Context: an optimization exercise on an open-source flow, tuned for small area. The choices shown serve that exercise and are no tape-out recipe. The RTL was checked by simulation tests, not by an equivalence proof against the original design. Power and IR drop assume default switching activity.

==> design.v <==
package beep_pkg;
    typedef logic [3:0] digit_t;
    typedef logic [2:0] digit_idx_t;
    function automatic logic audible(input digit_t d);
        audible = d != 4'h0 && d <= 4'ha;
    endfunction
    function automatic logic [3:0] morse_code(input digit_t d);
        if (!audible(d))
            morse_code = 4'h0;
        else if (d >= 4'h6)
            morse_code = {1'b1, 3'(d - 4'h5)};
        else
            morse_code = {1'b0, d[2:0]};
    endfunction
endpackage
`timescale 1ns/1ps
module key_edge (
    input  logic                 clk,
    input  logic                 rst,
    input  logic                 enable,
    input  logic                 encode_key,
    input  logic [7:0]           digit_key,
    output logic                 press,       
    output logic                 enc_press,   
    output beep_pkg::digit_idx_t sel_idx      
);
    logic       fresh;
    logic       enc_dly;
    logic [7:0] dig_dly;
    logic [7:0] dig_edge;
    assign enc_press = encode_key & (~enc_dly | fresh);
    assign dig_edge  = digit_key & (~dig_dly | {8{fresh}});
    assign press     = enc_press | (|dig_edge);
    always_comb begin
        sel_idx = '0;
        for (int i = 7; i >= 0; i--) begin
            if (dig_edge[i])
                sel_idx = beep_pkg::digit_idx_t'(i);
        end
    end
    always_ff @(posedge clk or posedge rst) begin
        if (rst)
            fresh <= 1'b1;
        else
            fresh <= !enable;
    end
    always_ff @(posedge clk) begin
        enc_dly <= encode_key;
        dig_dly <= digit_key;
    end
endmodule
`timescale 1ns/1ps
module digit_encoder (
    input  logic                 clk,
    input  logic                 rst,
    input  logic                 enable,
    input  logic                 press,
    input  logic                 enc_press,
    input  beep_pkg::digit_idx_t sel_idx,
    input  logic [31:0]          shown,
    output logic                 load,
    output logic                 sampled,    
    output logic                 all,        
    output beep_pkg::digit_t     wtop,
    output beep_pkg::digit_t     wlow,
    output logic                 any_q
);
    logic                 act;    
    beep_pkg::digit_idx_t ptr;    
    beep_pkg::digit_t     digit;
    logic                 aud;
    logic                 last;
    logic [31:0]          wq;
    assign digit = shown[{ptr, 2'b00} +: 4];
    assign aud   = beep_pkg::audible(digit);
    assign wtop  = wq[31:28];
    assign wlow  = wq[3:0];
    assign last  = !all || ptr == beep_pkg::digit_idx_t'(8 - 1);
    assign sampled = act && last;
    always_ff @(posedge clk or posedge rst) begin
        if (rst) begin
            act  <= 1'b0;
            load <= 1'b0;
        end else if (!enable) begin
            act  <= 1'b0;
            load <= 1'b0;
        end else begin
            load <= sampled;
            act  <= press || (act && !last);
        end
    end
    always_ff @(posedge clk) begin
        if (press) begin
            all <= enc_press;
            ptr <= enc_press ? '0 : sel_idx;
        end else begin
            ptr <= ptr + 1'b1;
        end
        wq       <= {wq[27:0], beep_pkg::morse_code(digit)};
        any_q    <= (all && ptr != '0 && any_q) || aud;
    end
endmodule
`timescale 1ns/1ps
module beat_sequencer (
    input  logic                 clk,
    input  logic                 rst,
    input  logic                 enable,
    input  logic                 load,
    input  logic                 sampled,
    input  logic                 sampled_all,
    input  beep_pkg::digit_t     wtop,
    input  beep_pkg::digit_t     wlow,
    input  logic                 any_q,
    input  logic [2:0]           speed_choose,
    output logic                 tone_on,
    output logic                 playing
);
    logic        run;       
    logic [31:0] ring;
    logic [3:0]  cur;       
    logic        seek;      
    logic        more;      
    logic        fill;      
    logic        all;       
    logic [2:0]  sym;       
    logic [1:0]  ph;        
    logic [7:0]  sym_ge;    
    logic [5:0]  cnt;       
    logic        fast;
    logic        mid;
    logic [3:0]  cand;      
    logic        take;      
    logic        gap;
    logic        long_end;  
    logic        ph_end;
    logic        dig_end;
    logic        beat_end;
    assign sym_ge   = {2'b00, sym[2] & !sym[1], sym[2] & !sym[0], sym[2], sym[1] | sym[2], sym[0] | sym[2], 1'b1};
    assign gap      = sym_ge[5];
    assign long_end = gap ? !(cur == 4'd2) : cur[3] ^ sym_ge[cur[2:0]];
    assign ph_end   = long_end ? ph[1] : ph[0];
    assign dig_end  = beat_end && gap && ph_end;
    assign beat_end = &cnt[3:0] && (fast || (cnt[4] && (mid || cnt[5])));
    always_comb begin
        if (load)
            cand = all ? wtop : wlow;
        else if (fill)
            cand = all ? wtop : 4'h0;
        else
            cand = ring[31:28];
    end
    assign take = (load || seek || dig_end) && cand != 4'h0;
    assign playing = run;
    assign tone_on = run && !gap && !ph_end;
    always_ff @(posedge clk or posedge rst) begin
        if (rst) begin
            run <= 1'b0;
        end else if (!enable) begin
            run <= 1'b0;
        end else if (load) begin
            run <= any_q;
        end else if (dig_end && !more) begin
            run <= 1'b0;
        end
    end
    always_ff @(posedge clk) begin
        ring <= {ring[27:0], take ? 4'h0 : cand};
        seek <= (load || seek || dig_end) && !take;
        if (take)
            more <= 1'b0;
        else if (cand != 4'h0)
            more <= 1'b1;
        if (take)
            cur <= cand;
        if (sampled)
            all <= sampled_all;
        if (load) begin
            fill <= 1'b1;
            sym  <= '0;
            ph   <= '0;
            cnt  <= '0;
            fast <= speed_choose == 3'b001;
            mid  <= speed_choose == 3'b010;
        end else begin
            if (cnt[2:0] == 3'd6)
                fill <= 1'b0;
            cnt <= cnt + 1'b1;
            if (beat_end) begin
                if (ph_end) begin
                    ph  <= '0;
                    sym <= dig_end ? '0 : {sym[1:0], !sym[2]};
                end else begin
                    ph <= {ph[0], 1'b1};
                end
            end
        end
    end
endmodule
`timescale 1ns/1ps
module tone_gen (
    input  logic       clk,
    input  logic       rst,
    input  logic       enable,
    input  logic       tone_on,
    input  logic [7:0] freq_choose,
    output logic       beep
);
    logic [4:0] jc;      
    logic [8:0] ge;      
    logic       go;
    logic       wrap;
    logic [3:0] any2, many2;
    logic [1:0] any4, many4;
    logic       onehot;
    always_comb begin
        for (int j = 0; j < 4; j++) begin
            any2[j]  = freq_choose[2*j] | freq_choose[2*j+1];
            many2[j] = freq_choose[2*j] & freq_choose[2*j+1];
        end
        for (int j = 0; j < 2; j++) begin
            any4[j]  = any2[2*j] | any2[2*j+1];
            many4[j] = many2[2*j] | many2[2*j+1] | (any2[2*j] & any2[2*j+1]);
        end
        onehot = (any4[0] | any4[1]) & !(many4[0] | many4[1] | (any4[0] & any4[1]));
    end
    assign go = tone_on && onehot;
    always_comb begin
        ge[0] = 1'b1;
        for (int k = 1; k <= 5; k++)
            ge[k] = jc[k-1] | jc[4];
        for (int k = 6; k <= 8; k++)
            ge[k] = !jc[k-6] & jc[4];
        wrap = 1'b0;
        for (int i = 0; i < 8; i++)
            if (freq_choose[i] && ge[8 - i])
                wrap = 1'b1;
    end
    always_ff @(posedge clk or posedge rst) begin
        if (rst) begin
            beep <= 1'b0;
        end else if (!enable) begin
            beep <= 1'b0;
        end else if (go) begin
            if (wrap)
                beep <= ~beep;
        end else begin
            beep <= 1'b0;
        end
    end
    always_ff @(posedge clk) begin
        if (go && !wrap)
            jc <= {jc[3:0], !jc[4]};
        else
            jc <= '0;
    end
endmodule
`timescale 1ns/1ps
module beep_top (
    input  logic        clk,
    input  logic        rst,
    input  logic        enable,
    input  logic [31:0] shown,
    input  logic        encode_key,
    input  logic [7:0]  digit_key,
    input  logic [7:0]  freq_choose,
    input  logic [2:0]  speed_choose,
    output logic        beep,
    output logic        playing
);
    logic                 press;
    logic                 enc_press;
    beep_pkg::digit_idx_t sel_idx;
    logic                 load;
    beep_pkg::digit_t     wtop;
    logic                 sampled;
    logic                 all;
    logic                 any_q;
    beep_pkg::digit_t     wlow;
    logic                 tone_on;
    key_edge key_edge_i (
        .clk        (clk),
        .rst        (rst),
        .enable     (enable),
        .encode_key (encode_key),
        .digit_key  (digit_key),
        .press      (press),
        .enc_press  (enc_press),
        .sel_idx    (sel_idx)
    );
    digit_encoder digit_encoder_i (
        .clk       (clk),
        .rst       (rst),
        .enable    (enable),
        .press     (press),
        .enc_press (enc_press),
        .sel_idx   (sel_idx),
        .shown     (shown),
        .load      (load),
        .sampled   (sampled),
        .all       (all),
        .wtop      (wtop),
        .wlow      (wlow),
        .any_q     (any_q)
    );
    beat_sequencer beat_sequencer_i (
        .clk          (clk),
        .rst          (rst),
        .enable       (enable),
        .load         (load),
        .sampled      (sampled),
        .sampled_all  (all),
        .wtop         (wtop),
        .any_q        (any_q),
        .wlow         (wlow),
        .speed_choose (speed_choose),
        .tone_on      (tone_on),
        .playing      (playing)
    );
    tone_gen tone_gen_i (
        .clk         (clk),
        .rst         (rst),
        .enable      (enable),
        .tone_on     (tone_on),
        .freq_choose (freq_choose),
        .beep        (beep)
    );
endmodule
==> flow/run.sh <==
#!/bin/bash
# Layout flow: the standard flow with
#  - an area-oriented ABC script in synthesis (flip-flops unchanged),
#  - buf_1 port buffers,
#  - clock tree synthesis without dummy loads.
# Each step's full output goes to a log file in the work folder.
set -euo pipefail
export FLOW_WORK_DIR=$PWD
export FLOW_FLOW_DIR=$PWD/flow
bash standard.sh synth SYNTH_SCRIPT=$FLOW_FLOW_DIR/synth_area.tcl > synth.log 2>&1
bash standard.sh finish SYNTH_SCRIPT=$FLOW_FLOW_DIR/synth_area.tcl \
  "BUFFER_PORTS_ARGS=-buffer_cell sky130_fd_sc_hd__buf_1" \
  "CTS_ARGS=-sink_clustering_enable -repair_clock_nets -dont_use_dummy_load -buf_list sky130_fd_sc_hd__clkbuf_8" \
  > layout.log 2>&1
==> flow/area.script <==
strash
&get -n
&fraig -x
&put
scorr
dc2
strash
&get -n
&dch -f
&nf -R 1000
&put
strash
&get -n
&dch -f
&nf -R 1000
&put
strash
&get -n
&dch -f
&nf -R 1000
&put
==> flow/synth_area.tcl <==
# The standard flow's synthesis (synth_recipe.tcl in the work folder) with one change: ABC maps the
# combinational logic with an area-oriented script (flow/area.script) and no delay target.
# The flip-flops are mapped before ABC runs, so they are the standard synthesis's.
proc abc {args} {
  set out {}
  set skip 0
  foreach a $args {
    if {$skip} { set skip 0; continue }
    if {$a eq "-script" || $a eq "-D"} { set skip 1; continue }
    lappend out $a
  }
  yosys abc -script $::env(FLOW_FLOW_DIR)/area.script {*}$out
}
source $::env(FLOW_WORK_DIR)/synth_recipe.tcl
==> standard.sh <==
#!/bin/bash
# synth_recipe.tcl (not shown) runs the flow's synth.tcl, then flattens the netlist and writes it again
# the make line also repeats each setting of config.mk as NAME=value (left out here)
make -C /OpenROAD-flow-scripts/flow DESIGN_CONFIG=/design/flow/config.mk WORK_HOME=/design/flow/orfs CLKGATE_MAP_FILE= SYNTH_SCRIPT=/design/flow/synth_recipe.tcl "${@:-finish}"
==> config.mk <==
export PLATFORM = sky130hd
export DESIGN_NAME = beep_top
export DESIGN_NICKNAME = beep_top
export VERILOG_FILES = /design/flow/design.v
export SDC_FILE = /design/flow/constraint.sdc
export NUM_CORES = 4
export LEC_CHECK = 0
export CAP_MARGIN = 20
export CORE_MARGIN = 2
export CORE_UTILIZATION = 70
export SLEW_MARGIN = 20
==> constraint.sdc <==
create_clock -name core_clock -period 10.0 [get_ports {clk}]
set_input_delay 2.0000 -clock core_clock [delete_from_list [all_inputs] [get_ports {clk}]]
set_output_delay 2.0000 -clock core_clock [all_outputs]
set_load 0.01 [all_outputs]
==> out/results.tsv <==
stage	metric	value	unit
sta	rsz0062_at_grt	no	
drt	wl_met1	2.40	mm
placement	place_congestion	0.859	
finish	diodes	0	
drt	met3_wirelength	300	um
global_routing	grt_max_degree	26	
drt	dr_wl_met2	3.33	mm
sta	timing.setup.tns	0	ps
pwr	p_per_area	238	nW/um2
floorplan	fp.dieH	75.3	um
hold_path	holdCritPathClass	flip-flop to flip-flop	
placement	port_buffers	56	
clock_tree	h-tree-depth	3	
pwr	power.leakage	1.56	nW
logic_synthesis	ys_seq_area_share	64.4	%
setup_path	cpMaxStageDelayCell	mux4_2	
sta	hold_viol_final	0	
sta	max_freq	0.270	GHz
drt	viasPerCell	5.56	
clock_tree	cts_tree	yes	
clock_tree	cts.sinks	109	
clock_tree	clockRootBuffer	clkbuf_8	
clock_tree	clkTransAtPathRegs	100	ps
logic_synthesis	synth.avg_cell_area	11.2	um2
global_routing	overflow	0	
drt	vias	2495	
setup_path	cp_cell_sequence	buf_1, mux4_2, mux2i_1, clkinv_1, ha_1, nor2_1, o21a_1, nor2_1, o21ai_0, nand2_1, nor2_1	
logic_synthesis	ys_ff_latch	109	
setup_path	crit_type	input port to flip-flop	
setup_path	cp.required	10310	ps
logic_synthesis	syn_nets	379	
logic_synthesis	synth_edf_count	8	
global_routing	grt_pass1_vias	2388	
finish	areaGrowthSynthToFinish	11.8	%
clock_tree	postCtsHoldBufs	0	
job	maxCapViolCount	0	
setup_path	cp-end-kind	flip-flop	
drt	route.top_layer_used	met4	
setup_path	cp_max_fo	5	
floorplan	coreArea	4820	um2
sta	drv_slew	0	
floorplan	die_area	5660	um2
placement	post-dp-hpwl	4.65	mm
clock_tree	postCtsSetupRepairBufs	0	
finish	layout-drive-gt1-share	4.71	%
sta	period_share	37.0	%
finish	nets	446	
clock_tree	cts_inserted_buffers	9	
global_routing	grt_usage	24.9	%
logic_synthesis	netlist_area	3550	um2
logic_synthesis	synthFlopType	dfxtp_1	
run_status	status	timing/DRC/antenna clean	
global_routing	grt_pass1_wl	10.1	mm
drt	wl_per_cell	13.7	um
setup_path	start_kind	input port	
floorplan	fp-row-count	25	
drt	drtAntennaViolNets	0	
clock_tree	clkLatencyLatePin	370	ps
logic_synthesis	netlist_top_cells_area	dfxtp_1 (54%), edfxtp_1 (6.8%), mux4_2 (5.1%)	
sta	finalCriticalPeriod	3700	ps
drt	drt_iter0_drc	119	
logic_synthesis	yosysTopAreaCell	dfxtp_1	
finish	fillers	306	
logic_synthesis	synthArstFlopShare	4.59	%
drt	drtPass1Iterations	4	
sta	setup_viol	0	
pwr	total_power	0.945	mW
logic_synthesis	yosys_warnings	4	
drt	route.detailed.drc	0	
floorplan	die_w	75.3	um
setup_path	cp_common_cell	nor2_1	
drt	totalWireLength	6.17	mm
logic_synthesis	synth_top_area_share	54.1	%
logic_synthesis	synthCells	317	
global_routing	antenna_found_initial	0	
setup_path	slowest_delay	460	ps
clock_tree	cts.path.max_buffers	2	
logic_synthesis	ys_types	36	
sta	relSlewSlack	47.4	%
floorplan	initial_core_util	73.8	%
clock_tree	cts-resized-gates	0	
setup_path	arrival	4010	ps
sta	clock_skew	32.8	ps
floorplan	io_pins	57	
sta	tightest_slew	789	ps
pwr	irDropWorstVdd	135	uV
==> where the power goes <==
part | internal [mW] | total, mW | switching (mW) | leakage, nW
logic | 0.0558 | 0.124 | 0.0678 | 0.554
clock network | 0.0810 | 0.200 | 0.119 | 0.0647
registers | 0.567 | 0.621 | 0.0539 | 0.940
==> metrics by stage <==
stage | util [%] | area, um2 | hold WS (ps) | worst slack, ps | cells
floorplan | - | 3550 | 310 | 6320 | 317
detailed placement | 79.9 | 3850 | 312 | 5970 | 440
finish | 82.5 | 3970 | 295 | 6300 | 449
CTS | 82.5 | 3970 | 303 | 6320 | 449
global route | 82.5 | 3970 | 300 | 6150 | 449
global placement | 79.9 | 3850 | 310 | 6160 | 440
==> layout make-up <==
cell class | count | area, um2 | share of cell area [%]
Clock buffer | 9 | 124 | 3.12
Inverter | 28 | 105 | 2.65
Multi-Input combinational cell | 180 | 1160 | 29.2
Sequential cell | 109 | 2290 | 57.6
Tap cell | 67 | 83.8 | 2.11
Timing Repair Buffer | 56 | 210 | 5.29
==> metal layers <==
metal	up-vias	track usage (%)
li1	1227	-
met1	1168	25.2
met2	81	46.4
met3	19	8.57
met4	0	9.94
met5	-	0
==> placed cells by master, fill, tap and decap left out, types with 4 or more instances in the layout <==
| master | netlist | routed |
|---|---|---|
| clkbuf_8 | 0 | 9 |
| mux4_2 | 8 | 8 |
| nor2_1 | 28 | 28 |
| dfrtp_1 | 4 | 4 |
| clkinv_1 | 28 | 28 |
| xnor2_1 | 4 | 4 |
| dfxtp_1 | 96 | 96 |
| ha_1 | 7 | 7 |
| mux2i_1 | 6 | 6 |
| and2_0 | 5 | 5 |
| edfxtp_1 | 8 | 8 |
| nor3_1 | 8 | 8 |
| o21ai_0 | 29 | 29 |
| buf_1 | 0 | 56 |
| nand2b_1 | 4 | 4 |
| nand2_1 | 25 | 25 |
| a21oi_1 | 16 | 16 |
| nand4_1 | 5 | 5 |
==> cells in the mapped netlist (6+ instances only) <==
| library cell | n |
|---|---|
| clkinv_1 | 28 |
| nor3_1 | 8 |
| nand2_1 | 25 |
| mux2i_1 | 6 |
| mux4_2 | 8 |
| dfxtp_1 | 96 |
| nor2_1 | 28 |
| ha_1 | 7 |
| edfxtp_1 | 8 |
| a21oi_1 | 16 |
| o21ai_0 | 29 |
==> final timing paths <==
kind	start	to	slack, ps	cells after the start
setup / recovery	shown[21]	digit_encoder_i.wq[2]	6300	11
hold / removal	digit_encoder_i.wq[5]	digit_encoder_i.wq[9]	290	0
setup reg to reg	beat_sequencer_i.sym[1]	beat_sequencer_i.cur[0]	6710	10
hold reg to reg	digit_encoder_i.wq[5]	digit_encoder_i.wq[9]	290	0
max in group asynchronous	rst	key_edge_i.fresh	8290	2
min in group asynchronous	rst	tone_gen_i.beep	1500	2
==> registers in the layout, indices dropped and copies added (netlist names), 2 cells and up <==
signal                 count
tone_gen_i.jc              5
beat_sequencer_i.ph        2
beat_sequencer_i.ring     32
digit_encoder_i.wq        32
digit_encoder_i.ptr        3
beat_sequencer_i.cur       4
beat_sequencer_i.cnt       6
key_edge_i.dig_dly         8
beat_sequencer_i.sym       3
==> worst max-delay path: cells and delay by family <==
kind / cells / cell delay (ps)
adders and majority gates: 1 / 230
AOI/OAI and AO/OA: 2 / 410
buffers and inverters: 2 / 250
and+or+nand+nor: 4 / 340
muxes: 2 / 800
==> logic make-up (layout without fill, tap and decap cells) <==
logic type / count (synthesis) / count (layout) / share of synthesized area (%)
flops: 109 / 109 / 64.4
simple gates: 92 / 92 / 12.4
compound gates: 63 / 63 / 10.1
buf+inv: 28 / 93 / 2.96
mux: 14 / 14 / 6.76
fa+ha+maj: 7 / 7 / 2.46
xor+xnor: 4 / 4 / 0.985

[afterwards: timing with drivers on the ports]
Ports are ideal in the flow. The routed layout listed here was re-timed in OpenROAD.
Step 1: set_driving_cell puts a clkbuf_16 on clk and a buf_2 on each other input, an assumption about the parent block.
Step 2 adds t to the input delays and takes it off the output delays; t is the mean of the earliest and latest rising clock arrival at the registers after step 1. Input paths then give back, and output paths get back, about the clock's delay inside the block.
Slacks: ideal / step 1 / step 2; pairs: ideal / step 1.
shift t [ns]: 0.379
slack for setup (ns): 6.303 / 6.310 / 5.932
latest minus earliest clock arrival (ns): 0.033 / 0.033
worst slew at a driven data input, ns: 0.04
cell pins on the clock port's net: 1
After both steps this run still meets setup and hold. The setup slack of this run moves by +0.007 ns with the drivers and by -0.371 ns with both steps.
